What follows belongs to an exercise in optimizing a design on an open flow for small area, a short achievable clock period and few clock cycles; a production flow would make more cautious choices. Only simulation tests tie the RTL to the original design; equivalence was not proved. No activity file was given, so power comes from the tool's default toggle rates.

--- design/flow/design.v ---
package mips_pkg;
  localparam logic [5:0] OP_RTYPE = 6'h00, OP_LW = 6'h23, OP_SW = 6'h2B,
                         OP_BEQ = 6'h04, OP_J = 6'h02, OP_ADDI = 6'h08;
  localparam logic [5:0] FN_ADD = 6'h20, FN_SUB = 6'h22, FN_AND = 6'h24,
                         FN_OR = 6'h25, FN_SLT = 6'h2A;
endpackage
module mips_regfile #(
  parameter  int NUM_REGS = 32,
  localparam int AW       = $clog2(NUM_REGS)
) (
  input  logic          clk,
  input  logic          we,
  input  logic [AW-1:0] waddr,
  input  logic [31:0]   wdata,
  input  logic [AW-1:0] raddr1,
  input  logic [AW-1:0] raddr2,
  output logic [31:0]   rdata1,
  output logic [31:0]   rdata2
);
  localparam int NG = (NUM_REGS - 1) / 3;    
  logic [NUM_REGS-1:1][31:0] regs;
  logic [NUM_REGS-1:1]       sel1, sel2;
  logic [NG-1:0][31:0]       y1, y2;
  logic [31:0]               z1, z2;
  for (genvar k = 1; k < NUM_REGS; k++) begin : g_reg
    always_ff @(posedge clk)
      if (we && waddr == AW'(k)) regs[k] <= wdata;
  end
  mips_rf_dec #(.NUM_REGS(NUM_REGS)) u_dec1 (.addr(raddr1), .sel(sel1));
  mips_rf_dec #(.NUM_REGS(NUM_REGS)) u_dec2 (.addr(raddr2), .sel(sel2));
  for (genvar g = 0; g < NG; g++) begin : g_grp
    mips_rf_aoi3 u_aoi1 (
      .s0(sel1[3*g+1]), .s1(sel1[3*g+2]), .s2(sel1[3*g+3]),
      .d0(regs[3*g+1]), .d1(regs[3*g+2]), .d2(regs[3*g+3]), .y(y1[g])
    );
    mips_rf_aoi3 u_aoi2 (
      .s0(sel2[3*g+1]), .s1(sel2[3*g+2]), .s2(sel2[3*g+3]),
      .d0(regs[3*g+1]), .d1(regs[3*g+2]), .d2(regs[3*g+3]), .y(y2[g])
    );
  end
  always_comb begin
    z1 = '0;
    z2 = '0;
    for (int k = 3 * NG + 1; k < NUM_REGS; k++) begin
      z1 = z1 | ({32{sel1[k]}} & regs[k]);
      z2 = z2 | ({32{sel2[k]}} & regs[k]);
    end
  end
  always_comb begin
    rdata1 = z1;
    rdata2 = z2;
    for (int g = 0; g < NG; g++) begin
      rdata1 = rdata1 | ~y1[g];
      rdata2 = rdata2 | ~y2[g];
    end
  end
endmodule
module mips_rf_dec #(
  parameter  int NUM_REGS = 32,
  localparam int AW       = $clog2(NUM_REGS)
) (
  input  logic [AW-1:0]       addr,
  output logic [NUM_REGS-1:1] sel
);
  always_comb
    for (int k = 1; k < NUM_REGS; k++) sel[k] = addr == AW'(k);
endmodule
module mips_rf_aoi3 (
  input  logic        s0, s1, s2,
  input  logic [31:0] d0, d1, d2,
  output logic [31:0] y
);
  assign y = ~(({32{s0}} & d0) | ({32{s1}} & d1) | ({32{s2}} & d2));
endmodule
import mips_pkg::*;
module mips_multicycle #(
  parameter logic [31:0] RESET_PC = 32'h0000_0000,
  parameter int          NUM_REGS = 32
) (
  input  logic        clk,
  input  logic        rst,
  output logic        mem_req,
  output logic        mem_we,
  output logic [31:0] mem_addr,
  output logic [31:0] mem_wdata,
  input  logic [31:0] mem_rdata,
  input  logic        mem_ready,
  output logic [31:0] pc,
  output logic        illegal
);
  localparam int AW = $clog2(NUM_REGS);
  logic          run;       
  logic          xs;        
  logic          sel_d;     
  logic          k_fix;     
  logic [29:0]   nfa_q;     
  logic [31:0]   ds_q;
  logic [6:0]    dg_q;
  logic [31:0]   daddr;
  logic          k_addi, k_lw, k_sw, k_beq, k_ill, k_wr;
  logic          f_sub, f_and, f_or, f_slt;
  logic [AW-1:0] wd_q;
  logic [15:0]   imm_q;
  logic [31:0]   a_q, b_q;
  logic [5:0]    d_op, d_fn;
  logic [AW-1:0] d_rs, d_rt, d_dst;
  logic [15:0]   d_imm;
  logic          d_alu, d_addi, d_lw, d_sw, d_beq, d_j;
  assign d_op  = mem_rdata[31:26];
  assign d_fn  = mem_rdata[5:0];
  assign d_rs  = mem_rdata[21 +: AW];
  assign d_rt  = mem_rdata[16 +: AW];
  assign d_imm = mem_rdata[15:0];
  always_comb begin
    d_alu  = d_op == OP_RTYPE && (d_fn == FN_ADD || d_fn == FN_SUB || d_fn == FN_AND ||
                                  d_fn == FN_OR  || d_fn == FN_SLT);
    d_addi = d_op == OP_ADDI;
    d_lw   = d_op == OP_LW;
    d_sw   = d_op == OP_SW;
    d_beq  = d_op == OP_BEQ;
    d_j    = d_op == OP_J;
    d_dst  = d_alu ? mem_rdata[11 +: AW] : d_rt;
  end
  logic [31:0]   rd1, rd2, fwd_a, fwd_b, res, bop, sum, rf_wdata;
  logic          rf_we, fw, fix, hs_f, hz, hz_a, hz_b, lt;
  logic [15:0]   bimm;
  logic [29:0]   pc4, bt, nf_o;
  logic          tk;
  mips_regfile #(.NUM_REGS(NUM_REGS)) u_rf (
    .clk(clk), .we(rf_we), .waddr(wd_q), .wdata(rf_wdata),
    .raddr1(d_rs), .raddr2(d_rt), .rdata1(rd1), .rdata2(rd2)
  );
  assign bop = (k_addi || k_lw || k_sw) ? {{16{imm_q[15]}}, imm_q} :
               ((f_sub || f_slt) ? ~b_q : b_q);
  assign sum = a_q + bop + {31'h0, f_sub || f_slt};
  assign lt  = (a_q[31] != b_q[31]) ? a_q[31] : sum[31];
  always_comb begin
    if (f_and)      res = a_q & b_q;
    else if (f_or)  res = a_q | b_q;
    else if (f_slt) res = {31'h0, lt};
    else            res = sum;
  end
  assign fw       = xs && k_wr;
  assign rf_we    = fw || (sel_d && k_lw && mem_ready);
  assign rf_wdata = k_lw ? mem_rdata : res;
  assign hz_a     = fw && d_rs == wd_q;
  assign hz_b     = fw && d_rt == wd_q;
  assign fwd_a    = hz_a ? res : rd1;
  assign fwd_b    = hz_b ? res : rd2;
  assign hz       = ((d_lw || d_sw || d_beq) && hz_a) || (d_beq && hz_b);
  assign fix       = xs && k_fix;
  assign bimm      = fix ? imm_q : d_imm;
  assign pc4       = nfa_q + 30'd1;
  assign bt        = nfa_q + {{14{bimm[15]}}, bimm} + 30'd1;
  assign hs_f      = mem_ready && run && !sel_d && !(xs && (k_ill || k_fix));
  assign nf_o      = d_j ? {pc4[29:26], mem_rdata[25:0]} : (hz ? nfa_q : pc4);
  assign tk        = d_beq && !hz && rd1 == rd2;
  assign mem_req   = run && !(xs && (k_ill || k_fix));
  assign mem_we    = sel_d && k_sw;
  assign mem_addr  = sel_d ? daddr : {nfa_q, 2'b00};
  assign mem_wdata = b_q;
  assign pc        = mem_addr;
  assign illegal   = xs && k_ill;
  always_ff @(posedge clk or posedge rst)
    if (rst) begin
      run   <= 1'b0;
      xs    <= 1'b0;
      sel_d <= 1'b0;
      k_fix <= 1'b0;
      nfa_q <= RESET_PC[31:2];
    end else if (!run) begin
      run   <= 1'b1;
    end else if (hs_f) begin
      xs    <= 1'b1;
      sel_d <= (d_lw || d_sw) && !hz;
      k_fix <= hz;
      nfa_q <= tk ? bt : nf_o;
    end else if (fix) begin
      sel_d <= k_lw || k_sw;
      k_fix <= 1'b0;
      nfa_q <= (k_beq && a_q == b_q) ? bt : pc4;
    end else if ((xs && k_ill) || (sel_d && mem_ready)) begin
      xs    <= 1'b0;
      sel_d <= 1'b0;
    end
  logic [31:0] dimm, ds;
  logic [7:0]  dg, dc;
  assign dimm = {{16{d_imm[15]}}, d_imm};
  for (genvar b = 0; b < 8; b++) begin : g_ds
    assign {dg[b], ds[4*b +: 4]} = {1'b0, rd1[4*b +: 4]} + {1'b0, dimm[4*b +: 4]};
  end
  always_ff @(posedge clk)
    if (hs_f) begin
      ds_q <= ds;
      dg_q <= dg[6:0];
    end else if (fix) begin
      ds_q <= sum;
      dg_q <= '0;
    end
  assign dc[0] = 1'b0;
  for (genvar b = 0; b < 7; b++) begin : g_dc
    assign dc[b+1] = dg_q[b] | (&ds_q[4*b +: 4] & dc[b]);
  end
  for (genvar i = 0; i < 32; i++) begin : g_da
    if (i % 4 == 0) begin : g_lo
      assign daddr[i] = ds_q[i] ^ dc[i/4];
    end else begin : g_hi
      assign daddr[i] = ds_q[i] ^ (dc[i/4] & &ds_q[i-1 -: (i % 4)]);
    end
  end
  always_ff @(posedge clk)
    if (hs_f) begin
      k_addi  <= d_addi;
      k_lw    <= d_lw;
      k_sw    <= d_sw;
      k_beq   <= d_beq;
      k_ill   <= !(d_alu || d_addi || d_lw || d_sw || d_beq || d_j);
      k_wr    <= (d_alu || d_addi) && d_dst != '0;
      f_sub   <= d_alu && d_fn == FN_SUB;
      f_and   <= d_alu && d_fn == FN_AND;
      f_or    <= d_alu && d_fn == FN_OR;
      f_slt   <= d_alu && d_fn == FN_SLT;
      wd_q    <= d_dst;
      imm_q   <= d_imm;
      a_q     <= fwd_a;
      b_q     <= fwd_b;
    end
endmodule
--- design/flow/run.sh ---
#!/bin/bash
# synth_recipe.tcl (not shown) runs the flow's synth.tcl, then flattens the netlist and writes it again
# the make line also repeats each setting of config.mk as NAME=value (left out here)
make -C /OpenROAD-flow-scripts/flow DESIGN_CONFIG=/design/flow/config.mk WORK_HOME=/design/flow/orfs CLKGATE_MAP_FILE= SYNTH_SCRIPT=/design/flow/synth_recipe.tcl finish
--- design/flow/config.mk ---
export PLATFORM = sky130hd
export DESIGN_NAME = mips_multicycle
export DESIGN_NICKNAME = mips_multicycle
export VERILOG_FILES = /design/flow/design.v
export SDC_FILE = /design/flow/constraint.sdc
export NUM_CORES = 4
export LEC_CHECK = 0
export CAP_MARGIN = 20
export CORE_MARGIN = 2
export CORE_UTILIZATION = 35
export SETUP_SLACK_MARGIN = 5
export SLEW_MARGIN = 20
export SYNTH_HIERARCHICAL = 1
export SYNTH_MINIMUM_KEEP_SIZE = 0
--- design/flow/constraint.sdc ---
create_clock -name core_clock -period 10.0 [get_ports {clk}]
set_input_delay 2.0000 -clock core_clock [delete_from_list [all_inputs] [get_ports {clk}]]
set_output_delay 2.0000 -clock core_clock [all_outputs]
set_load 0.01 [all_outputs]
==> impl_metrics.yaml, run 1 <==
clock_network:
  clk_path_buf_depth: 3
  cts_tree: "yes"
  htree_levels: 4
  cts_buffers: 130
  clkTransAtPathRegs_ns: 0.06
  clkLatencyLatePin_ns: 0.80
  cts.sinks: 1160
  cts_hold_buf: 0
  root_buffer: "clkbuf_16"
finish:
  final_common_cell: "edfxtp_1"
  nets: 4706
  fin_cells: 6776
  final_core_utilization: 0.422
  fillers: 14616
  mostFrequentLayoutCells: "edfxtp_1, a222oi_1, nand2_1"
  drive_above_1_share: 0.200
  areaGrowthSynthToFinish_pct: 20.1
global_routing:
  track_usage: 0.264
  antenna_found_initial: 16
  grt_pass1_wl_um: 320000
  grt_pass1_vias: 43301
  grt_overflow: 0
  grt_max_degree: 78
die:
  die_y_um: 408
  fp.coreArea_um2: 162000
  ios: 134
  die_area_um2: 166000
  start_util: 0.352
  rows: 148
  die_w_um: 408
timing:
  max_freq_mhz: 175
  tightest_slew_ns: 1.05
  finalCritPeriodShare: 0.571
  relSlewSlack: 0.297
  period_needed_ns: 5.71
  hold_violations: 0
  fin_worst_skew_ns: 0.0368
  rsz0062_at_grt: "true"
  setup_viol: 0
  slew_viol_final: 0
  setup-tns-final_ns: 0
setup_path:
  path_delay_family: "simple AND/OR/NAND/NOR gates"
  path_buf_inv: 6
  path_class: "in -> reg"
  crit_path_start: "mem_rdata[20]"
  arrival_ns: 6.37
  startpoint_type: "input port"
  cp.required_ns: 10.66
  cp_max_fo: 20
  crit_chain: "buf_2 > buf_8 > nand2b_4 > buf_4 > nor2_4 > buf_8 > a222oi_1 > nand4_1 > a2111o_1 > xnor2_4 > nand4_1 > nor2_2 > nand4_1 > nor4_4 > buf_4 > buf_8 > or2_4 > nor2_2 > a2111oi_2 > o21ai_1"
  end_kind: "register"
  critPathSlowestCell: "a2111o_1"
  rr_startpoint: "k_lw$_DFFE_PP_"
  cp_slowest_stage_delay_ns: 0.55
synth:
  synth_edf_count: 1126
  async_reset_ff_frac: 0.0293
  syn_avg_cell_area_um2: 13.7
  synth_nets: 4388
  synth-seq-cells: 1160
  synth_area_um2: 57100
  synth_flop_cell: "edfxtp_1"
  yosysUniqueCellTypes: 82
  synth_cells: 4180
  synth_warnings: 9
  synth.yosys.seq_area_share: 0.607
power:
  p_leak_nw: 23.7
  power_density_nw_per_um2: 183
  irDropWorstVdd_mv: 0.154
hold_path:
  hold_path.class: "reg -> reg"
  hold_start: "nfa_q[29]$_DFFE_PP0P_"
flow_run:
  drv_cap: 0
detailed_routing:
  ant_nets: 0
  wl_per_cell_um: 34.0
  avgViaCountPerCell: 6.77
  drt_first_pass_iters: 14
  drc: 0
  vias: 45867
  first_iter_violations: 10942
  wl_um: 230000
placement:
  dp_cells: 6313
  place.gp.congestion: 0.984
  port_buffers: 133
  dp_hpwl_um: 143000
status:
  status: "finished clean"
==> layer usage <==
layer  wire [µm]  up-vias  track usage
met5         316        -       0.0115
met4       14900       20        0.138
met3       34900      880       0.0961
met2       98600     4138        0.394
met1       81400    22458        0.335
li1            -    18371            -
==> Yosys stat by module, one instance, submodules excluded, excerpt <==
module           copies in the design  area [µm²]  cells
mips_multicycle                     1       16800   1968
mips_rf_aoi3                       20         403     41
==> synth_stat cells (all sizes together), types with 7 or more instances <==
cell type | instances | area share
a2111o | 64 | 0.013
a211oi | 17 | 0.0022
a21o | 42 | 0.0055
a21oi | 144 | 0.013
a221o | 8 | 0.0014
a222oi | 640 | 0.11
a22o | 7 | 0.0011
a2bb2oi | 13 | 0.0020
a31oi | 11 | 0.0012
and2 | 15 | 0.0016
and3 | 14 | 0.0015
and4 | 10 | 0.0015
buf | 226 | 0.034
clkbuf | 86 | 0.0057
dfrtp | 34 | 0.015
edfxtp | 1126 | 0.59
fa | 11 | 0.0039
ha | 162 | 0.036
inv | 136 | 0.0089
mux2 | 67 | 0.013
mux2i | 25 | 0.0044
nand2 | 271 | 0.018
nand2b | 15 | 0.0016
nand3 | 37 | 0.0032
nand3b | 8 | 0.0011
nand4 | 157 | 0.017
nand4b | 7 | 0.0011
nor2 | 224 | 0.015
nor2b | 11 | 0.0012
nor3 | 28 | 0.0025
nor4 | 18 | 0.0021
o211ai | 15 | 0.0020
o21a | 19 | 0.0026
o21ai | 201 | 0.018
o21bai | 14 | 0.0018
o22ai | 7 | 0.00077
o31ai | 13 | 0.0017
or2 | 7 | 0.00077
or3 | 12 | 0.0013
or3b | 7 | 0.0013
xnor2 | 115 | 0.018
xor2 | 64 | 0.0098
==> cells by family after synthesis <==
logic type,count (synthesis),synth area share
fa+ha+maj,173,0.0394
simple gates,859,0.0734
flops,1160,0.607
xor+xnor,179,0.0275
compound gates,1268,0.186
buf+inv,448,0.0487
mux,92,0.0176
other cells,1,0.0000657
==> metrics by stage <==
step | hold WS [ns] | cell area [µm²] | power (W) | worst slack (ns)
2_1_floorplan | 0.447 | 57100 | 0.00685 | 4.94
6_report | 0.476 | 68500 | 0.0126 | 4.29
3_3_place_gp | 0.470 | 60600 | 0.00758 | 1.56
3_5_place_dp | 0.467 | 60600 | 0.00760 | 1.58
5_1_grt | 0.519 | 68500 | 0.0129 | 4.20
4_1_cts | 0.471 | 67600 | 0.0124 | 4.54
==> layout make-up <==
cell class,count,area (µm²),share of cell area
sequential,1160,34700,0.506
multi-input combinational,2582,21600,0.315
timing repair buffer,488,4890,0.0714
clock buffer,156,3460,0.0504
tap,2175,2720,0.0397
clock inverter,75,698,0.0102
inverter,136,515,0.00752
antenna,4,10.0,0.000146
==> flip-flops by register name, summed over array words and instances (netlist names), 5 cells and up <==
signal     cells
b_q           32
nfa_q         30
imm_q         16
a_q           32
dg_q           7
wd_q           5
u_rf.regs    992
ds_q          32
==> final timing paths <==
kind	cells past startpoint	to	slack, ns
setup reg to reg	16	u_rf.regs[863]$_DFFE_PP_	5.01
hold / removal	1	nfa_q[29]$_DFFE_PP0P_	0.48
max in group asynchronous	3	sel_d$_DFFE_PP0P_	7.86
hold reg to reg	1	nfa_q[29]$_DFFE_PP0P_	0.48
min in group asynchronous	3	nfa_q[9]$_DFFE_PP0P_	1.67
setup / recovery	20	nfa_q[22]$_DFFE_PP0P_	4.29
==> power by group <==
part	total, W	switching, W	internal (W)
sequential	0.00564	0.000142	0.00550
combinational	0.00215	0.00133	0.000819
clock	0.00478	0.00204	0.00273
total	0.0126	0.00351	0.00905
==> timing repair <==
action / 4_1_cts / 5_1_grt
cloned: 20 / 4
resized for setup: 417 / 126
pin swaps: 164 / 118
endpoints found under the setup margin: 892 / 481
buffers inserted: 147 / 57
Testbench counts, summed over its fixed seeds: cycles 62,263.
==> run 2, diff against run 1 <==
--- a/design/flow/config.mk
+++ b/design/flow/config.mk
@@ -8,5 +8,6 @@
 export CAP_MARGIN = 20
 export CORE_MARGIN = 2
-export CORE_UTILIZATION = 35
+export CORE_UTILIZATION = 40
+export PLACE_DENSITY = 0.45
 export SETUP_SLACK_MARGIN = 5
 export SLEW_MARGIN = 20
==> run 2 against run 1 <==
  * Sequential share of layout area about the same
  * Core utilization grew 6.2 points
  * Sequential power about the same
  * Clock skew decreased by 0.00098 ns
  * Via count down 1.1%
  * Fmax down 0.39%
  * Global-route usage rose by 7.8 points
  * Hold slack improved by 0.073 ns
  * Register-to-register slack better by 0.10 ns
  * Critical path type unchanged
  * Critical endpoint unchanged
==> impl_metrics.yaml, run 2 <==
status:
  status: "finished clean"
setup_path:
  rr_startpoint: "f_slt$_DFFE_PP_"
  path_class: "in -> reg"
  arrival_ns: 6.40
  startpoint_type: "input port"
  critPathSlowestCell: "a222oi_1"
  cp.required_ns: 10.66
  cp_max_fo: 9
  end_kind: "register"
  cp_slowest_stage_delay_ns: 0.63
  crit_path_start: "mem_rdata[17]"
  crit_chain: "buf_6 > buf_12 > nand3b_1 > buf_4 > nor2_4 > buf_4 > buf_4 > a222oi_1 > nand4_1 > a2111o_1 > xnor2_1 > nand4_1 > nor3_2 > nand4_1 > nor4_4 > buf_6 > or2_4 > nor2_4 > a2111oi_4 > o21ai_1"
synth:
  post_synth_xor_area_fraction: 0.0275
  synth_flop_cell: "edfxtp_1"
  synthAdderAreaFrac: 0.0394
  synth_compound_area_frac: 0.186
  synth-simple-area-share: 0.0734
  synth_warnings: 9
  synth_edf_count: 1126
  yosysMostFrequentCell: "edfxtp_1"
  synth_top_family_by_area: "compound AO/OA/AOI/OAI gates"
  synth_cells: 4180
  yosysUniqueCellTypes: 82
  synth_area_um2: 57100
  yosys-top-cells-area: "edfxtp_1, a222oi_1, ha_1"
  synth.yosys.seq_area_share: 0.607
  yosysTopAreaCell: "edfxtp_1"
  synth_nets: 4388
  async_reset_ff_frac: 0.0293
  synth_top_area_frac: 0.592
  synthMuxAreaShare: 0.0176
  synth-seq-cells: 1160
  synth_common_cells: "edfxtp_1, a222oi_1, nand2_1"
  syn_avg_cell_area_um2: 13.7
power:
  power_switching_w: 0.00366
  p_leak_nw: 23.9
  power_frac_clock: 0.383
  power_density_nw_per_um2: 186
  irDropWorstVdd_mv: 0.132
  internal-power_w: 0.00909
  combPwrFrac: 0.173
  seqPwrFrac: 0.444
  switching_share: 0.287
finish:
  nets: 4748
  final_core_utilization: 0.484
  areaGrowthSynthToFinish_pct: 19.9
  final_common_cell: "edfxtp_1"
  regMostFlops: "u_rf.regs"
  mostFrequentLayoutCells: "edfxtp_1, a222oi_1, buf_4"
  drive_above_1_share: 0.206
  largest_reg_flops: 992
detailed_routing:
  avgViaCountPerCell: 6.95
  drt_first_pass_iters: 15
  wl_per_cell_um: 39.4
  ant_nets: 0
  vias: 45382
  drc: 0
  first_iter_violations: 9666
  wl_um: 258000
timing:
  setup-tns-final_ns: 0
  max_freq_mhz: 174
  setup_viol: 0
  rsz0062_at_grt: "true"
  period_needed_ns: 5.74
  hold_violations: 0
  fin_worst_skew_ns: 0.0359
  slew_viol_final: 0
  relSlewSlack: 0.270
  finalCritPeriodShare: 0.574
  tightest_slew_ns: 1.10
die:
  rows: 138
  start_util: 0.403
  ios: 134
  die_w_um: 382
  fp.coreArea_um2: 142000
  die_y_um: 382
  die_area_um2: 146000
placement:
  place.gp.congestion: 0.955
  port_buffers: 133
  dp_hpwl_um: 174000
clock_network:
  clkLatencyLatePin_ns: 0.81
  cts_buffers: 136
  root_buffer: "clkbuf_16"
  clk_path_buf_depth: 3
  cts.sinks: 1160
  cts_hold_buf: 0
  clkTransAtPathRegs_ns: 0.06
  cts_tree: "yes"
  htree_levels: 4
global_routing:
  grt_max_degree: 64
  grt_pass1_wl_um: 350000
  grt_pass1_vias: 42646
  grt_overflow: 0
  track_usage: 0.343
  antenna_found_initial: 10
hold_path:
  hold_path.class: "reg -> reg"
  hold_start: "k_fix$_DFFE_PP0P_"
flow_run:
  drv_cap: 0
-- run 2: cell counts after synthesis --
Identical to the previous run, type by type.
-- run 2: cell families (layout without fill, tap and decap cells) --
family	after synthesis	count (layout)
DFF	1160	1160
and+or+nand+nor	859	860
AOI/OAI and AO/OA	1268	1272
other	1	4
buffers and inverters	448	896
muxes	92	98
adders and majority gates	173	173
xor gates and xnor gates	179	179
-- run 2: routing by layer --
| metal | vias to the layer above | GRT usage | routed length (µm) |
|---|---|---|---|
| met4 | 4 | 0.128 | 10700 |
| li1 | 18482 | - | - |
| met1 | 22911 | 0.464 | 101000 |
| met3 | 565 | 0.0735 | 28800 |
| met2 | 3420 | 0.540 | 118000 |
| met5 | - | 0 | 27 |
-- run 2: path summary, 6_finish.rpt --
path / slack, ns / end / cells after the start
max: 4.26 / nfa_q[22]$_DFFE_PP0P_ / 20
min: 0.55 / k_fix$_DFFE_PP0P_ / 2
max reg2reg: 5.11 / u_rf.regs[444]$_DFFE_PP_ / 17
min reg2reg: 0.55 / k_fix$_DFFE_PP0P_ / 2
max in group asynchronous: 7.92 / sel_d$_DFFE_PP0P_ / 3
min in group asynchronous: 1.65 / nfa_q[15]$_DFFE_PP0P_ / 3
-- run 2: area by class of cell --
cell class	instances	area [µm²]
Fill cell	12408	73100
Sequential cell	1160	34700
Multi-Input combinational cell	2583	21600
Timing Repair Buffer	523	5080
Clock buffer	174	3640
Tap cell	1890	2360
Clock inverter	63	631
Inverter	136	515
Antenna cell	3	7.51
-- run 2: power by group through the flow --
stage / clock, W / sequential (W) / combinational (W)
floorplan: 0 / 0.00567 / 0.00117
global placement: 0 / 0.00576 / 0.00198
detailed placement: 0 / 0.00576 / 0.00197
CTS: 0.00493 / 0.00566 / 0.00211
global route: 0.00511 / 0.00567 / 0.00234
finish: 0.00488 / 0.00566 / 0.00221
-- run 2: metrics by stage --
stage	worst slack, ns	cell area, µm²	hold WS, ns	instances	total power, W
floorplan	4.94	57100	0.447	4180	0.00685
global placement	1.67	60900	0.543	6081	0.00774
detailed placement	1.63	61000	0.541	6082	0.00772
CTS	4.49	67800	0.555	6486	0.0127
global route	4.29	68500	0.604	6530	0.0131
finish	4.26	68500	0.549	6532	0.0128
-- run 2: modules after synthesis, one instance, submodules excluded, a selection --
| module | area (µm²) | flip-flops and latches | copies in the design | cells |
|---|---|---|---|---|
| mips_multicycle | 16800 | 168 | 1 | 1968 |
| mips_rf_aoi3 | 403 | 0 | 20 | 41 |
-- run 2: critical path: cells and delay by family --
kind | cells | cell delay, ns
and+or+nand+nor | 9 | 1.67
buffers and inverters | 6 | 1.02
xor gates and xnor gates | 1 | 0.19
AOI/OAI and AO/OA | 4 | 1.48
-- run 2: timing repair --
item	in CTS	in global routing
pin swaps	149	50
setup buffers	156	40
setup endpoints to repair	851	520
resized for setup	368	88
cloned	11	2
==> run 3, diff against run 2 <==
--- a/design/flow/design.v
+++ b/design/flow/design.v
@@ -98,5 +98,8 @@
   logic [6:0]    dg_q;
   logic [31:0]   daddr;
-  logic          k_addi, k_lw, k_sw, k_beq, k_ill, k_wr;
+  logic [7:0]    eqn_q;     
+  logic          tk_x;      
+  logic [29:0]   fa;        
+  logic          k_addi, k_lw, k_sw, k_beq, k_ill, k_wr, k_imm, k_inv;
   logic          f_sub, f_and, f_or, f_slt;
   logic [AW-1:0] wd_q;
@@ -124,14 +127,11 @@
   logic [31:0]   rd1, rd2, fwd_a, fwd_b, res, bop, sum, rf_wdata;
   logic          rf_we, fw, fix, hs_f, hz, hz_a, hz_b, lt;
-  logic [15:0]   bimm;
-  logic [29:0]   pc4, bt, nf_o;
-  logic          tk;
+  logic [29:0]   pc4, bt;
   mips_regfile #(.NUM_REGS(NUM_REGS)) u_rf (
     .clk(clk), .we(rf_we), .waddr(wd_q), .wdata(rf_wdata),
     .raddr1(d_rs), .raddr2(d_rt), .rdata1(rd1), .rdata2(rd2)
   );
-  assign bop = (k_addi || k_lw || k_sw) ? {{16{imm_q[15]}}, imm_q} :
-               ((f_sub || f_slt) ? ~b_q : b_q);
-  assign sum = a_q + bop + {31'h0, f_sub || f_slt};
+  assign bop = k_imm ? {{16{imm_q[15]}}, imm_q} : (k_inv ? ~b_q : b_q);
+  assign sum = a_q + bop + {31'h0, k_inv};
   assign lt  = (a_q[31] != b_q[31]) ? a_q[31] : sum[31];
   always_comb begin
@@ -150,13 +150,12 @@
   assign hz       = ((d_lw || d_sw || d_beq) && hz_a) || (d_beq && hz_b);
   assign fix       = xs && k_fix;
-  assign bimm      = fix ? imm_q : d_imm;
-  assign pc4       = nfa_q + 30'd1;
-  assign bt        = nfa_q + {{14{bimm[15]}}, bimm} + 30'd1;
+  assign tk_x      = xs && k_beq && &eqn_q;
+  assign fa        = tk_x ? ds_q[31:2] : nfa_q;
+  assign pc4       = fa + 30'd1;
+  assign bt        = pc4 + {{14{d_imm[15]}}, d_imm};
   assign hs_f      = mem_ready && run && !sel_d && !(xs && (k_ill || k_fix));
-  assign nf_o      = d_j ? {pc4[29:26], mem_rdata[25:0]} : (hz ? nfa_q : pc4);
-  assign tk        = d_beq && !hz && rd1 == rd2;
   assign mem_req   = run && !(xs && (k_ill || k_fix));
   assign mem_we    = sel_d && k_sw;
-  assign mem_addr  = sel_d ? daddr : {nfa_q, 2'b00};
+  assign mem_addr  = (sel_d || tk_x) ? daddr : {nfa_q, 2'b00};
   assign mem_wdata = b_q;
   assign pc        = mem_addr;
@@ -175,9 +174,8 @@
       sel_d <= (d_lw || d_sw) && !hz;
       k_fix <= hz;
-      nfa_q <= tk ? bt : nf_o;
+      nfa_q <= d_j ? {pc4[29:26], mem_rdata[25:0]} : pc4;
     end else if (fix) begin
       sel_d <= k_lw || k_sw;
       k_fix <= 1'b0;
-      nfa_q <= (k_beq && a_q == b_q) ? bt : pc4;
     end else if ((xs && k_ill) || (sel_d && mem_ready)) begin
       xs    <= 1'b0;
@@ -190,16 +188,38 @@
     assign {dg[b], ds[4*b +: 4]} = {1'b0, rd1[4*b +: 4]} + {1'b0, dimm[4*b +: 4]};
   end
+  logic [7:0] eqn;
+  for (genvar b = 0; b < 8; b++) begin : g_eq
+    assign eqn[b] = rd1[4*b +: 4] == rd2[4*b +: 4];
+  end
   always_ff @(posedge clk)
     if (hs_f) begin
-      ds_q <= ds;
-      dg_q <= dg[6:0];
+      ds_q  <= d_beq ? {bt, 2'b00} : ds;
+      dg_q  <= d_beq ? 7'h0 : dg[6:0];
+      eqn_q <= (d_beq && !hz) ? eqn : 8'h0;
     end else if (fix) begin
-      ds_q <= sum;
-      dg_q <= '0;
-    end
-  assign dc[0] = 1'b0;
-  for (genvar b = 0; b < 7; b++) begin : g_dc
-    assign dc[b+1] = dg_q[b] | (&ds_q[4*b +: 4] & dc[b]);
-  end
+      if (!k_beq) begin
+        ds_q <= sum;
+        dg_q <= '0;
+      end
+      eqn_q <= {8{a_q == b_q}};
+    end
+  logic [7:0] pg0, pp0, pg1, pp1, pg2, pp2, pg3;
+  always_comb begin
+    for (int b = 0; b < 8; b++) begin
+      pg0[b] = (b < 7) ? dg_q[b % 7] : 1'b0;
+      pp0[b] = &ds_q[4*b +: 4];
+    end
+    for (int b = 0; b < 8; b++) begin
+      pg1[b] = (b >= 1) ? pg0[b] | (pp0[b] & pg0[b-1]) : pg0[b];
+      pp1[b] = (b >= 1) ? pp0[b] & pp0[b-1] : pp0[b];
+    end
+    for (int b = 0; b < 8; b++) begin
+      pg2[b] = (b >= 2) ? pg1[b] | (pp1[b] & pg1[b-2]) : pg1[b];
+      pp2[b] = (b >= 2) ? pp1[b] & pp1[b-2] : pp1[b];
+    end
+    for (int b = 0; b < 8; b++)
+      pg3[b] = (b >= 4) ? pg2[b] | (pp2[b] & pg2[b-4]) : pg2[b];
+  end
+  assign dc = {pg3[6:0], 1'b0};
   for (genvar i = 0; i < 32; i++) begin : g_da
     if (i % 4 == 0) begin : g_lo
@@ -216,4 +236,6 @@
       k_beq   <= d_beq;
       k_ill   <= !(d_alu || d_addi || d_lw || d_sw || d_beq || d_j);
+      k_imm   <= d_addi || d_lw || d_sw;
+      k_inv   <= d_alu && (d_fn == FN_SUB || d_fn == FN_SLT);
       k_wr    <= (d_alu || d_addi) && d_dst != '0;
       f_sub   <= d_alu && d_fn == FN_SUB;
--- a/design/flow/config.mk
+++ b/design/flow/config.mk
@@ -9,4 +9,7 @@
 export CORE_MARGIN = 2
 export CORE_UTILIZATION = 40
+export CTS_BUF_LIST = sky130_fd_sc_hd__clkbuf_16
+export CTS_CLUSTER_DIAMETER = 80
+export CTS_CLUSTER_SIZE = 22
 export PLACE_DENSITY = 0.45
 export SETUP_SLACK_MARGIN = 5
==> run 3 against run 2 <==
  * Setup slack better by 0.44 ns
  * Critical path depth is 9 lower
  * First-iteration DRC count is 16% lower
  * Die area is 0.62% higher
  * Critical path type is now reg -> out
  * Critical endpoint is now mem_addr[29]
  * Synthesized area is 0.63% higher
  * Design area is 3.0% lower
  * Via count is 4.6% lower
  * Synthesized cell count is 1.5% higher
  * Largest cell class unchanged
  * Core utilization is 1.9 points lower
  * Non-clock buffer count is 67 lower
  * Sequential power hardly changed
==> impl_metrics.yaml, run 3 <==
synth:
  yosysUniqueCellTypes: 93
  synthAdderAreaFrac: 0.0404
  synth_cells: 4241
  synth_flop_cell: "edfxtp_1"
  synth_top_area_frac: 0.593
  synth_warnings: 9
  yosysMostFrequentCell: "edfxtp_1"
  post_synth_xor_area_fraction: 0.0306
  synth-seq-cells: 1168
  synth-simple-area-share: 0.0787
  synth_edf_count: 1134
  synthMuxAreaShare: 0.0123
  yosysTopAreaCell: "edfxtp_1"
  synth_common_cells: "edfxtp_1, a222oi_1, nand2_1"
  synth.yosys.seq_area_share: 0.608
  synth_compound_area_frac: 0.181
  synth_nets: 4455
  async_reset_ff_frac: 0.0291
  synth_area_um2: 57400
  yosys-top-cells-area: "edfxtp_1, a222oi_1, ha_1"
  synth_top_family_by_area: "compound AO/OA/AOI/OAI gates"
  syn_avg_cell_area_um2: 13.5
setup_path:
  startpoint_type: "register"
  end_kind: "output port"
  rr_startpoint: "xs$_DFFE_PP0P_"
  crit_chain: "and4_4 > a21oi_4 > o31ai_4 > buf_6 > a31o_4 > a31oi_4 > o21bai_4 > ha_4 > xnor2_2 > a21oi_4 > buf_6"
  path_class: "reg -> out"
  cp_max_fo: 3
  critPathSlowestCell: "edfxtp_1"
  rr_worst_depth: 22
  cp.required_ns: 8.00
  r2r_setup_slack_ns: 4.92
  arrival_ns: 3.30
  rr_endpoint: "ds_q[29]$_DFFE_PP_"
  crit_path_start: "ds_q[6]$_DFFE_PP_"
  cp_slowest_stage_delay_ns: 0.44
hold_path:
  min_path_cells: 2
  hold_path.class: "reg -> reg"
  whs_endpoint: "nfa_q[28]$_DFFE_PP0P_"
  hold_start: "nfa_q[28]$_DFFE_PP0P_"
timing:
  slew_viol_final: 0
  period_needed_ns: 5.30
  hold_slack_ns: 0.521
  max_freq_mhz: 189
  tightest_slew_ns: 1.07
  hold_violations: 0
  setup_slack_ns: 4.70
  relSlewSlack: 0.287
  setup-tns-final_ns: 0
  finalCritPeriodShare: 0.530
  fin_worst_skew_ns: 0.0534
  rsz0062_at_grt: "true"
  setup_viol: 0
clock_network:
  clk_path_buf_depth: 3
  root_buffer: "clkbuf_16"
  cts_tree: "yes"
  clkLatencyLatePin_ns: 0.74
  cts_buffers: 80
  cts.sinks: 1168
  htree_levels: 3
  clkTransAtPathRegs_ns: 0.09
  cts_hold_buf: 0
global_routing:
  track_usage: 0.316
  grt_max_degree: 76
  grt_overflow: 0
  antenna_found_initial: 7
  grt_pass1_vias: 41507
  grt_pass1_wl_um: 327000
flow_run:
  drv_cap: 0
power:
  p_leak_nw: 22.7
  power_density_nw_per_um2: 177
  power.total_w: 0.0118
  irDropWorstVdd_mv: 0.130
detailed_routing:
  wl_per_cell_um: 37.4
  ant_nets: 0
  avgViaCountPerCell: 6.75
  drt_first_pass_iters: 13
  first_iter_violations: 8138
  top_layer_used: "met5"
  wl_met2_um: 112000
  met1_length_um: 94200
  drc: 0
  met3_length_um: 23200
  wl_um: 240000
  vias: 43304
finish:
  regArea_um2: 34900
  largest_reg_flops: 992
  nets: 4677
  areaGrowthSynthToFinish_pct: 15.7
  drive_above_1_share: 0.176
  regMostFlops: "u_rf.regs"
  multiInputGateArea_um2: 21600
  mostFrequentLayoutCells: "edfxtp_1, a222oi_1, nand2_1"
  fillers: 12730
  final_common_cell: "edfxtp_1"
die:
  die_w_um: 383
  fp.coreArea_um2: 143000
  die_y_um: 383
  die_area_um2: 147000
  ios: 134
  rows: 139
  start_util: 0.401
placement:
  dp_hpwl_um: 154000
  port_buffers: 133
  place_ws_ns: 3.29
  place.gp.congestion: 0.908
status:
  status: "finished clean"
==> run 3: cell types whose count changed in the layout (fill, tap and decap cells not counted), moves of 12 or more <==
cell	delta
buf_12	-24
buf_4	-43
buf_6	-13
clkbuf_1	-32
clkbuf_16	-52
clkdlybuf4s50_1	-18
clkinv_2	-12
mux2_2	-36
nand2_1	+52
nand3_1	+18
nor2_1	+26
o21ai_0	-19
xor2_1	+28
==> run 3: worst max path at each step <==
| stage | end | slack (ns) | cells after the start |
|---|---|---|---|
| floorplan | ds_q[29]$_DFFE_PP_ | 5.03 | 24 |
| global route | mem_addr[30] | 4.64 | 12 |
| detailed placement | ds_q[27]$_DFFE_PP_ | 3.29 | 12 |
| global placement | ds_q[11]$_DFFE_PP_ | 3.33 | 13 |
| CTS | mem_addr[31] | 4.64 | 12 |
| finish | mem_addr[29] | 4.70 | 11 |
==> run 3: power by group <==
group / switching [W] / internal [W]
clock network: 0.00186 / 0.00164
registers: 0.000134 / 0.00554
logic: 0.00161 / 0.000990
==> run 3: through the flow <==
step | area [µm²] | utilization | instances
floorplan | 57500 | - | 4241
global placement | 60900 | 0.426 | 6112
detailed placement | 61000 | 0.426 | 6114
CTS | 65400 | 0.457 | 6364
global route | 66400 | 0.464 | 6418
finish | 66400 | 0.464 | 6419
==> run 3: kinds of logic (layout without fill, tap and decap cells) <==
kind of cell,after synthesis,after routing
compound gates,1235,1238
flops,1168,1168
simple gates,940,941
buf+inv,452,721
xor+xnor,200,200
fa+ha+maj,179,179
mux,66,67
other cells,1,2
==> run 3: worst max-delay path: cells and delay by family (launching register included) <==
kind | cells | cell delay, ns
AO/OA/AOI/OAI | 6 | 1.25
adder cells (fa/ha/maj) | 1 | 0.18
buffers and inverters | 2 | 0.30
AND/OR/NAND/NOR | 1 | 0.23
flip-flops | 1 | 0.44
XOR/XNOR | 1 | 0.14
==> run 3: layout make-up <==
class / count / share of cell area
multi-input combinational: 2626 / 0.326
inverter: 131 / 0.00748
antenna: 1 / 0.0000377
sequential: 1168 / 0.525
clock buffer: 83 / 0.0313
clock inverter: 51 / 0.00729
tap: 1903 / 0.0358
timing repair buffer: 456 / 0.0670
==> run 3: routing by layer <==
layer | track usage | vias up
li1 | - | 18236
met1 | 0.414 | 22064
met2 | 0.512 | 2594
met3 | 0.0653 | 404
met4 | 0.122 | 6
met5 | 0 | -
==> run 3: what timing repair did <==
| action | in CTS | in global routing |
|---|---|---|
| pin swaps | 102 | 104 |
| gates resized for setup | 346 | 159 |
| setup buffers | 107 | 47 |
| cloned | 9 | 7 |
| endpoints found under the setup margin | 510 | 266 |
==> run 3: modules after synthesis (local to each module, per instance), excerpt <==
| module | flops+latches | cells |
|---|---|---|
| mips_multicycle | 176 | 2029 |
| mips_rf_aoi3 | 0 | 41 |
Testbench counts of run 3, summed over its fixed seeds: cycles 62,263.
==> run 4, diff against run 3 <==
--- a/design/flow/design.v
+++ b/design/flow/design.v
@@ -153,5 +153,8 @@
   assign fa        = tk_x ? ds_q[31:2] : nfa_q;
   assign pc4       = fa + 30'd1;
-  assign bt        = pc4 + {{14{d_imm[15]}}, d_imm};
+  logic [30:0] bt_n, bt_t;
+  assign bt_n      = {nfa_q, 1'b1} + {{14{d_imm[15]}}, d_imm, 1'b1};
+  assign bt_t      = {ds_q[31:2], 1'b1} + {{14{d_imm[15]}}, d_imm, 1'b1};
+  assign bt        = tk_x ? bt_t[30:1] : bt_n[30:1];
   assign hs_f      = mem_ready && run && !sel_d && !(xs && (k_ill || k_fix));
   assign mem_req   = run && !(xs && (k_ill || k_fix));
==> run 4 against run 3 <==
  * Synthesized area is 2.7% higher
  * Non-clock buffer count is 63 lower
  * Flip-flop and latch count stayed put
  * Register-to-register slack better by 0.31 ns
  * Fmax is 0.37% higher
  * Routed wire length is 3.9% lower
  * Hold slack better by 0.031 ns
  * Core utilization is 0.60 points lower
  * Total power is 3.5% lower
  * Largest cell class unchanged
==> impl_metrics.yaml, run 4 <==
finish:
  mostFrequentLayoutCells: "edfxtp_1, a222oi_1, nand2_1"
  drive_above_1_share: 0.157
  regMostFlops: "u_rf.regs"
  final_common_cell: "edfxtp_1"
  multiInputGateArea_um2: 22600
  fillers: 13161
  regArea_um2: 34900
  fin_cells: 6495
  areaGrowthSynthToFinish_pct: 13.5
  nets: 4764
  largest_reg_flops: 992
hold_path:
  min_path_cells: 2
  whs_endpoint: "nfa_q[25]$_DFFE_PP0P_"
  hold_path.class: "reg -> reg"
  hold_start: "nfa_q[25]$_DFFE_PP0P_"
detailed_routing:
  drt_first_pass_iters: 14
  wl_um: 231000
  ant_nets: 0
  vias: 43420
  wl_per_cell_um: 35.5
  avgViaCountPerCell: 6.69
  first_iter_violations: 7943
  drc: 0
timing:
  rsz0062_at_grt: "true"
  hold_slack_ns: 0.552
  period_needed_ns: 5.28
  tightest_slew_ns: 1.12
  setup-tns-final_ns: 0
  hold_violations: 0
  setup_viol: 0
  relSlewSlack: 0.250
  fin_worst_skew_ns: 0.0650
  max_freq_mhz: 189
  finalCritPeriodShare: 0.528
  slew_viol_final: 0
  setup_slack_ns: 4.72
global_routing:
  grt_overflow: 0
  grt_pass1_vias: 42059
  track_usage: 0.293
  antenna_found_initial: 4
  grt_pass1_wl_um: 317000
  grt_max_degree: 60
die:
  start_util: 0.404
  fp.coreArea_um2: 146000
  die_area_um2: 151000
  die_y_um: 388
  rows: 140
  die_w_um: 388
  ios: 134
synth:
  synth_edf_count: 1134
  async_reset_ff_frac: 0.0291
  synth_flop_cell: "edfxtp_1"
  synth-seq-cells: 1168
  yosysTopAreaCell: "edfxtp_1"
  yosysUniqueCellTypes: 87
  synth_area_um2: 59000
  synth_common_cells: "edfxtp_1, a222oi_1, nand2_1"
  synth_top_area_frac: 0.577
  synth_warnings: 9
  synth_nets: 4608
  synth.yosys.seq_area_share: 0.592
  yosys-top-cells-area: "edfxtp_1, a222oi_1, ha_1"
  syn_avg_cell_area_um2: 13.5
  synth_cells: 4370
  yosysMostFrequentCell: "edfxtp_1"
setup_path:
  rr_endpoint: "u_rf.regs[348]$_DFFE_PP_"
  startpoint_type: "register"
  rr_startpoint: "k_inv$_DFFE_PP_"
  r2r_setup_slack_ns: 5.23
  arrival_ns: 3.28
  rr_worst_depth: 15
  cp_max_fo: 3
  end_kind: "output port"
  path_class: "reg -> out"
  cp.required_ns: 8.00
placement:
  place.gp.congestion: 0.920
  dp_cells: 6241
  port_buffers: 133
  place_ws_ns: 3.29
  dp_hpwl_um: 146000
clock_network:
  clkTransAtPathRegs_ns: 0.07
  htree_levels: 3
  cts_hold_buf: 0
  cts.sinks: 1168
  clk_path_buf_depth: 3
  cts_tree: "yes"
  cts_buffers: 80
  root_buffer: "clkbuf_16"
  clkLatencyLatePin_ns: 0.73
status:
  status: "finished clean"
power:
  irDropWorstVdd_mv: 0.140
  power_density_nw_per_um2: 170
  p_leak_nw: 23.1
flow_run:
  drv_cap: 0
-- run 4: area by class of cell --
cell class	instances	area share
diodes	6	0.000224
clock buffers	82	0.0307
clock inverters	46	0.00783
inverters	135	0.00768
multi-input cells	2748	0.337
flip-flops and latches	1168	0.521
well taps	1917	0.0358
repair buffers	393	0.0592
-- run 4: per-module statistics from Yosys, one instance, submodules excluded, excerpt --
module | times used | cell area [µm²] | cells inside | flops+latches
mips_multicycle | 1 | 18700 | 2158 | 176
mips_rf_aoi3 | 20 | 403 | 41 | 0
-- run 4: worst max path at each step --
stage | slack (ns) | end | depth (start not counted) | start
after floorplan | 5.09 | u_rf.regs[115]$_DFFE_PP_ | 14 | k_inv$_DFFE_PP_
after global placement | 3.32 | ds_q[10]$_DFFE_PP_ | 14 | mem_rdata[21]
after detailed placement | 3.29 | ds_q[31]$_DFFE_PP_ | 13 | mem_rdata[25]
after CTS | 4.65 | pc[31] | 11 | ds_q[5]$_DFFE_PP_
after global routing | 4.58 | pc[31] | 11 | ds_q[5]$_DFFE_PP_
final | 4.72 | pc[31] | 11 | ds_q[5]$_DFFE_PP_
-- run 4: critical path: stages (launching register included) --
cell,delay (ns)
edfxtp_1,0.44
and3_4,0.21
a31o_4,0.17
a21oi_4,0.08
or3_4,0.37
a211oi_4,0.32
a21oi_2,0.14
buf_4,0.16
nor3b_4,0.20
xnor2_2,0.08
a21oi_2,0.23
buf_2,0.18
-- run 4: metrics by stage --
step	total power, W	utilization	instance area [µm²]
after CTS	0.0113	0.452	66000
after floorplan	0.00704	-	59000
final	0.0114	0.458	66900
after detailed placement	0.00780	0.426	62200
after global placement	0.00780	0.426	62200
after global routing	0.0118	0.458	66900
-- run 4: what timing repair did --
| item | 4_1_cts | 5_1_grt |
|---|---|---|
| cloned | 6 | 9 |
| setup endpoints to repair | 574 | 427 |
| pin swaps | 49 | 78 |
| buffers inserted | 73 | 32 |
| endpoints found under the hold margin | 0 | 0 |
| gates resized for setup | 251 | 148 |
-- run 4: per-layer routing --
metal / up-vias / routed length (µm) / GRT usage
met2: 2296 / 110000 / 0.487
met5: - / 13 / 0
met1: 22041 / 91100 / 0.380
met4: 2 / 7580 / 0.0935
li1: 18736 / - / -
met3: 345 / 22300 / 0.0649
-- run 4: cells by family (layout without fill, tap and decap cells) --
kind of cell    Yosys count  in the layout  synth area share
compound gates         1310           1311             0.187
xor+xnor                215            215            0.0319
fa+ha+maj               203            203            0.0446
buf+inv                 458            656            0.0480
flops                  1168           1168             0.592
mux                     121            122            0.0222
other cells               1              7         0.0000636
simple gates            894            896            0.0741
-- run 4: report_power, final --
group | total [W] | switching, W | internal [W] | leakage (nW)
sequential | 0.00568 | 0.000127 | 0.00555 | 10.7
clock | 0.00352 | 0.00187 | 0.00165 | 1.27
combinational | 0.00216 | 0.00134 | 0.000822 | 11.1
Testbench counts of run 4, summed over its fixed seeds: cycles 62,263.
==> run 5, diff against run 4 <==
--- a/design/flow/design.v
+++ b/design/flow/design.v
@@ -97,4 +97,5 @@
   logic [31:0]   ds_q;
   logic [6:0]    dg_q;
+  logic [6:0]    dp_q;      
   logic [31:0]   daddr;
   logic [7:0]    eqn_q;     
@@ -199,4 +200,5 @@
       ds_q  <= d_beq ? {bt, 2'b00} : ds;
       dg_q  <= d_beq ? 7'h0 : dg[6:0];
+      for (int b = 0; b < 7; b++) dp_q[b] <= &ds[4*b +: 4];
       eqn_q <= (d_beq && !hz) ? eqn : 8'h0;
     end else if (fix) begin
@@ -211,5 +213,5 @@
     for (int b = 0; b < 8; b++) begin
       pg0[b] = (b < 7) ? dg_q[b % 7] : 1'b0;
-      pp0[b] = &ds_q[4*b +: 4];
+      pp0[b] = (b < 7) ? dp_q[b % 7] : 1'b0;
     end
     for (int b = 0; b < 8; b++) begin
==> run 5 against run 4 <==
  * Still clean
  * Routed wire length up 4.4%
  * Combinational power up 7%
  * Hold slack better by 0.017 ns
  * Global-route usage up 1.1 points
  * Critical endpoint is now pc[28]
  * Highest routed layer is now met4
==> impl_metrics.yaml, run 5 <==
status:
  status: "finished clean"
synth:
  synth_area_um2: 59200
  synth_nets: 4624
  synth_flop_cell: "edfxtp_1"
  synth_compound_area_frac: 0.182
  synthAdderAreaFrac: 0.0444
  synth-seq-cells: 1174
  synth_cells: 4386
  synth-simple-area-share: 0.0775
  synthMuxAreaShare: 0.0241
  synth_warnings: 9
  synth_common_cells: "edfxtp_1, a222oi_1, nand2_1"
  yosysUniqueCellTypes: 88
  post_synth_xor_area_fraction: 0.0314
  synth.yosys.seq_area_share: 0.593
  synth_top_family_by_area: "compound AO/OA/AOI/OAI gates"
  yosysMostFrequentCell: "edfxtp_1"
  async_reset_ff_frac: 0.0290
  yosysTopAreaCell: "edfxtp_1"
  yosys-top-cells-area: "edfxtp_1, a222oi_1, ha_1"
  syn_avg_cell_area_um2: 13.5
  synth_edf_count: 1140
  synth_top_area_frac: 0.579
placement:
  port_buffers: 133
  dp_hpwl_um: 150000
  place.gp.congestion: 0.898
flow_run:
  drv_cap: 0
power:
  irDropWorstVdd_mv: 0.126
  p_leak_nw: 23.7
  power_density_nw_per_um2: 168
detailed_routing:
  wl_per_cell_um: 36.5
  drc: 0
  vias: 44956
  drt_first_pass_iters: 12
  first_iter_violations: 8778
  wl_um: 241000
  ant_nets: 0
  avgViaCountPerCell: 6.80
timing:
  slew_viol_final: 0
  rsz0062_at_grt: "true"
  fin_worst_skew_ns: 0.0544
  finalCritPeriodShare: 0.514
  setup_viol: 0
  max_freq_mhz: 195
  relSlewSlack: 0.282
  period_needed_ns: 5.14
  tightest_slew_ns: 1.07
  setup-tns-final_ns: 0
  hold_violations: 0
die:
  fp.coreArea_um2: 147000
  die_y_um: 389
  start_util: 0.402
  die_w_um: 389
  ios: 134
  rows: 141
  die_area_um2: 151000
finish:
  nets: 4869
  largest_reg_flops: 992
  final_core_utilization: 0.464
  areaGrowthSynthToFinish_pct: 15.6
  mostFrequentLayoutCells: "edfxtp_1, a222oi_1, nand2_1"
  regMostFlops: "u_rf.regs"
  final_common_cell: "edfxtp_1"
  drive_above_1_share: 0.178
clock_network:
  cts_hold_buf: 0
  cts_buffers: 80
  clk_path_buf_depth: 3
  clkTransAtPathRegs_ns: 0.07
  cts_tree: "yes"
  clkLatencyLatePin_ns: 0.72
  root_buffer: "clkbuf_16"
  htree_levels: 3
  cts.sinks: 1174
global_routing:
  grt_overflow: 0
  track_usage: 0.304
  grt_max_degree: 57
  grt_pass1_wl_um: 327000
  grt_pass1_vias: 42776
  antenna_found_initial: 5
hold_path:
  min_path_cells: 1
  hold_path.class: "reg -> reg"
setup_path:
  end_kind: "output port"
  rr_worst_depth: 15
  path_class: "reg -> out"
  cp.required_ns: 8.00
  arrival_ns: 3.14
  cp_max_fo: 3
  startpoint_type: "register"
==> run 5: cell count changes in the layout (fill, tap and decap cells not counted), sizes merged, moves of 7 or more <==
| cell | before | now |
|---|---|---|
| a21o | 59 | 50 |
| buf | 274 | 355 |
| clkdlybuf4s50 | 77 | 52 |
| dlygate4sd2 | 11 | 39 |
| mux2 | 81 | 89 |
| nand2 | 261 | 273 |
| nor2 | 246 | 266 |
| o31ai | 15 | 8 |
==> run 5: cell families after synthesis <==
| group | Yosys count |
|---|---|
| AOI/OAI and AO/OA | 1288 |
| muxes | 131 |
| other | 1 |
| xor gates and xnor gates | 212 |
| and+or+nand+nor | 931 |
| buffers and inverters | 446 |
| adders and majority gates | 203 |
| DFF | 1174 |
==> run 5: Yosys stat by module (local to each module, per instance), excerpt <==
| module | flip-flops and latches | copies in the design |
|---|---|---|
| mips_multicycle | 182 | 1 |
| mips_rf_aoi3 | 0 | 20 |
==> run 5: repair_timing <==
item | in CTS | in global routing
resized for setup | 330 | 175
gates cloned | 12 | 12
pin swaps | 106 | 119
endpoints found under the setup margin | 694 | 525
setup buffers | 96 | 75
==> run 5: where the power goes <==
group          switching (W)  internal, W  total, W
combinational        0.00142     0.000900   0.00232
sequential          0.000138      0.00558   0.00572
clock                0.00184      0.00162   0.00346
total                0.00340      0.00811    0.0115
==> run 5: final cells by class <==
class | count | area [µm²]
fillers | 13094 | 78900
flip-flops and latches | 1174 | 35100
multi-input cells | 2769 | 22800
repair buffers | 476 | 5080
well taps | 1930 | 2410
clock buffers | 81 | 2030
inverters | 130 | 495
clock inverters | 47 | 474
diodes | 1 | 2.50
==> run 5: final timing paths <==
path	from	to	slack, ns
min in group asynchronous	rst	nfa_q[1]$_DFFE_PP0P_	1.74
min	k_fix$_DFFE_PP0P_	k_fix$_DFFE_PP0P_	0.57
min reg2reg	k_fix$_DFFE_PP0P_	k_fix$_DFFE_PP0P_	0.57
max reg2reg	k_inv$_DFFE_PP_	u_rf.regs[350]$_DFFE_PP_	5.21
max	dg_q[0]$_SDFFCE_PP0P_	pc[28]	4.86
max in group asynchronous	rst	xs$_DFFE_PP0P_	7.78
==> run 5: critical path, stage by stage, from the launching register on <==
cell	delay, ns
edfxtp_1	0.45
a21o_4	0.25
a21o_4	0.22
a21o_4	0.22
a21o_4	0.21
a21o_4	0.23
a21oi_4	0.18
inv_2	0.08
ha_4	0.20
mux2_4	0.27
buf_6	0.12
==> run 5: through the flow <==
step / setup WS, ns / instance area (µm²) / hold WS (ns) / std cells / power, W
final: 4.86 / 68400 / 0.569 / 6608 / 0.0115
after global routing: 4.78 / 68400 / 0.602 / 6607 / 0.0119
after CTS: 4.78 / 67000 / 0.571 / 6520 / 0.0114
after detailed placement: 3.37 / 62500 / 0.554 / 6284 / 0.00795
after global placement: 3.19 / 62500 / 0.547 / 6282 / 0.00795
after floorplan: 5.06 / 59200 / 0.505 / 4386 / 0.00714
==> run 5: metal layers <==
layer / share of wire / up-vias / track usage / wire length [µm]
li1: - / 18940 / - / -
met1: 0.39 / 22881 / 0.396 / 94100
met2: 0.47 / 2699 / 0.499 / 114000
met3: 0.097 / 436 / 0.0640 / 23400
met4: 0.039 / 0 / 0.111 / 9330
met5: 0 / - / 0 / 0
Testbench counts of run 5, summed over its fixed seeds: cycles 62,263.
==> run 6, diff against run 5 <==
--- a/design/flow/config.mk
+++ b/design/flow/config.mk
@@ -8,9 +8,9 @@
 export CAP_MARGIN = 20
 export CORE_MARGIN = 2
-export CORE_UTILIZATION = 40
+export CORE_UTILIZATION = 45
 export CTS_BUF_LIST = sky130_fd_sc_hd__clkbuf_16
 export CTS_CLUSTER_DIAMETER = 80
 export CTS_CLUSTER_SIZE = 22
-export PLACE_DENSITY = 0.45
+export PLACE_DENSITY = 0.5
 export SETUP_SLACK_MARGIN = 5
 export SLEW_MARGIN = 20
==> run 6 against run 5 <==
  * Via count shrank 0.92%
  * Hold slack improved by 0.021 ns
  * Global-route usage grew 1.7 points
  * Clock power decreased by 1%
  * Sequential power barely moved
  * Total power fell by 1.3%
==> impl_metrics.yaml, run 6 <==
global_routing:
  grt_pass1_wl_um: 311000
  grt_pass1_vias: 42278
  antenna_found_initial: 7
  met3_usage: 0.0708
  grt.met1_usage: 0.424
  grt_overflow: 0
  grt_max_degree: 95
  grt_busiest_layer: "met2"
  track_usage: 0.321
  met2_usage: 0.522
die:
  die_w_um: 367
  die_y_um: 367
  start_util: 0.452
  fp.coreArea_um2: 131000
  ios: 134
  die_area_um2: 134000
  rows: 133
power:
  irDropWorstVdd_mv: 0.169
  switching_share: 0.292
  combPwrFrac: 0.195
  p_leak_nw: 23.0
  power_frac_clock: 0.301
  power_density_nw_per_um2: 170
  power_switching_w: 0.00332
  internal-power_w: 0.00803
  seqPwrFrac: 0.504
finish:
  areaGrowthSynthToFinish_pct: 13.1
  stdcell_area_um2: 66900
  drive_above_1_share: 0.156
  nets: 4799
  mostFrequentLayoutCells: "edfxtp_1, a222oi_1, nand2_1"
  final_common_cell: "edfxtp_1"
  largest_reg_flops: 992
  regMostFlops: "u_rf.regs"
  fin_cells: 6360
synth:
  synth_common_cells: "edfxtp_1, a222oi_1, nand2_1"
  synth.yosys.seq_area_share: 0.593
  synth_flop_cell: "edfxtp_1"
  synth_nets: 4624
  synth_top_area_frac: 0.579
  yosysTopAreaCell: "edfxtp_1"
  syn_avg_cell_area_um2: 13.5
  yosysMostFrequentCell: "edfxtp_1"
  synth_area_um2: 59200
  synth_cells: 4386
  synth_warnings: 9
  yosys-top-cells-area: "edfxtp_1, a222oi_1, ha_1"
  yosysUniqueCellTypes: 88
  synth-seq-cells: 1174
  synth_edf_count: 1140
  async_reset_ff_frac: 0.0290
setup_path:
  cp_max_fo: 32
  cp.required_ns: 10.56
  arrival_ns: 5.63
  startpoint_type: "input port"
  end_kind: "register"
  path_class: "in -> reg"
timing:
  finalCritPeriodShare: 0.507
  relSlewSlack: 0.311
  slew_viol_final: 0
  tightest_slew_ns: 1.01
  period_needed_ns: 5.07
  max_freq_mhz: 197
  hold_slack_ns: 0.589
  setup-tns-final_ns: 0
  setup_viol: 0
  hold_violations: 0
  rsz0062_at_grt: "true"
  fin_worst_skew_ns: 0.0573
placement:
  dp_hpwl_um: 143000
  port_buffers: 133
  dp_cells: 6096
  place.gp.congestion: 0.892
  place_area_um2: 62200
clock_network:
  cts.sinks: 1174
  clkLatencyLatePin_ns: 0.72
  clkTransAtPathRegs_ns: 0.08
  cts_hold_buf: 0
  htree_levels: 3
  clk_path_buf_depth: 3
  cts_tree: "yes"
  cts_buffers: 77
  root_buffer: "clkbuf_16"
detailed_routing:
  drt_first_pass_iters: 15
  wl_per_cell_um: 35.3
  first_iter_violations: 9042
  ant_nets: 0
  wl_um: 225000
  drc: 0
  vias: 44541
  avgViaCountPerCell: 7.00
flow_run:
  drv_cap: 0
status:
  status: "finished clean"
hold_path:
  hold_path.class: "reg -> reg"
run 6: cell counts after synthesis:
Identical to the previous run, type by type.
run 6: per-stage QoR:
| stage | setup WS [ns] | util | power [W] |
|---|---|---|---|
| 2_1_floorplan | 5.06 | - | 0.00714 |
| 3_3_place_gp | 3.28 | 0.475 | 0.00789 |
| 3_5_place_dp | 3.26 | 0.475 | 0.00790 |
| 4_1_cts | 4.83 | 0.504 | 0.0113 |
| 5_1_grt | 4.83 | 0.511 | 0.0117 |
| 6_report | 4.93 | 0.511 | 0.0114 |
run 6: routing by layer:
layer  vias to the layer above  routed length [µm]
met5                         -                 138
met4                         4                8140
met3                       465               25000
met2                      2852              105000
met1                     22399               86400
li1                      18821                   -
run 6: path summary, 6_finish.rpt:
path	from	endpoint	slack, ns	cells past startpoint
max reg2reg	k_inv$_DFFE_PP_	u_rf.regs[926]$_DFFE_PP_	5.14	15
max in group asynchronous	rst	xs$_DFFE_PP0P_	7.81	3
min	nfa_q[12]$_DFFE_PP0P_	nfa_q[12]$_DFFE_PP0P_	0.59	2
min reg2reg	nfa_q[12]$_DFFE_PP0P_	nfa_q[12]$_DFFE_PP0P_	0.59	2
max	mem_rdata[20]	eqn_q[6]$_DFFE_PN_	4.93	11
min in group asynchronous	rst	nfa_q[0]$_DFFE_PP0P_	1.73	3
run 6: worst max-delay path, stage by stage:
cell	delay (ns)
clkdlybuf4s15_2	0.50
nand2b_4	0.27
buf_12	0.13
nor2_4	0.05
buf_6	0.22
a222oi_1	0.47
nand4_1	0.56
a2111o_1	0.64
xnor2_1	0.18
nand4_1	0.32
o21ai_1	0.23
run 6: Yosys stat by module, one instance, submodules excluded, a selection:
module           cell area [µm²]  copies in the design  cells
mips_multicycle            18900                     1   2174
mips_rf_aoi3                 403                    20     41
run 6: cell type report:
| class | instances | area (µm²) |
|---|---|---|
| diodes | 3 | 7.51 |
| multi-input cells | 2774 | 22700 |
| fillers | 11275 | 64000 |
| inverters | 130 | 500 |
| clock inverters | 43 | 552 |
| well taps | 1755 | 2200 |
| flip-flops and latches | 1174 | 35100 |
| repair buffers | 404 | 3950 |
| clock buffers | 77 | 1930 |
run 6: cells by family (layout without fill, tap and decap cells):
group           Yosys count  in the layout  synth area share
compound gates         1288           1292             0.182
xor+xnor                212            212            0.0314
fa+ha+maj               203            203            0.0444
buf+inv                 446            654            0.0471
flops                  1174           1174             0.593
mux                     131            133            0.0241
other cells               1              4         0.0000634
simple gates            931            933            0.0775
run 6: timing repair:
action	4_1_cts	5_1_grt
cloned	14	5
pin swaps	67	58
setup endpoints to repair	739	331
buffers inserted	70	52
resized for setup	275	100
run 6: power groups by stage:
stage | clock network [W] | logic (W) | registers, W
floorplan | 0 | 0.00136 | 0.00578
global placement | 0 | 0.00206 | 0.00583
detailed placement | 0 | 0.00206 | 0.00583
CTS | 0.00346 | 0.00213 | 0.00572
global route | 0.00363 | 0.00239 | 0.00573
finish | 0.00341 | 0.00222 | 0.00572

==> port drivers added, routing unchanged <==
In the flow no input, the clock included, has a driving cell. The finished layouts below were timed again as built, in two steps.
Step 1 assumes that a clkbuf_16 drives the clock port and a buf_2 every other input.
Step 2 times the ports against the registers' clock, not the clock port: input delays grow and output delays shrink by t, the midpoint of the rising clock arrivals with the driver on.
a / b / c = no drivers / after step 1 / after step 2; a / b = the first two.
run	t, ns	setup slack, ns	hold slack, ns	worst setup path at the end
run 1	0.869	4.286 / 4.327 / 3.457	0.476 / 0.476 / 0.476	input to register
run 2	0.867	4.263 / 4.259 / 3.393	0.549 / 0.549 / 0.549	input to register
run 3	0.795	4.702 / 4.620 / 4.122	0.521 / 0.521 / 0.521	input to register
run 4	0.777	4.722 / 4.641 / 4.209	0.552 / 0.552 / 0.552	input to register
run 5	0.779	4.864 / 4.775 / 4.157	0.569 / 0.569 / 0.569	input to register
run 6	0.774	4.932 / 4.861 / 4.182	0.589 / 0.589 / 0.589	input to register
After both steps setup and hold are still met in every run listed. The setup slack of run 2, which loses most, moves by -0.004 ns with the drivers and by -0.870 ns with both steps.
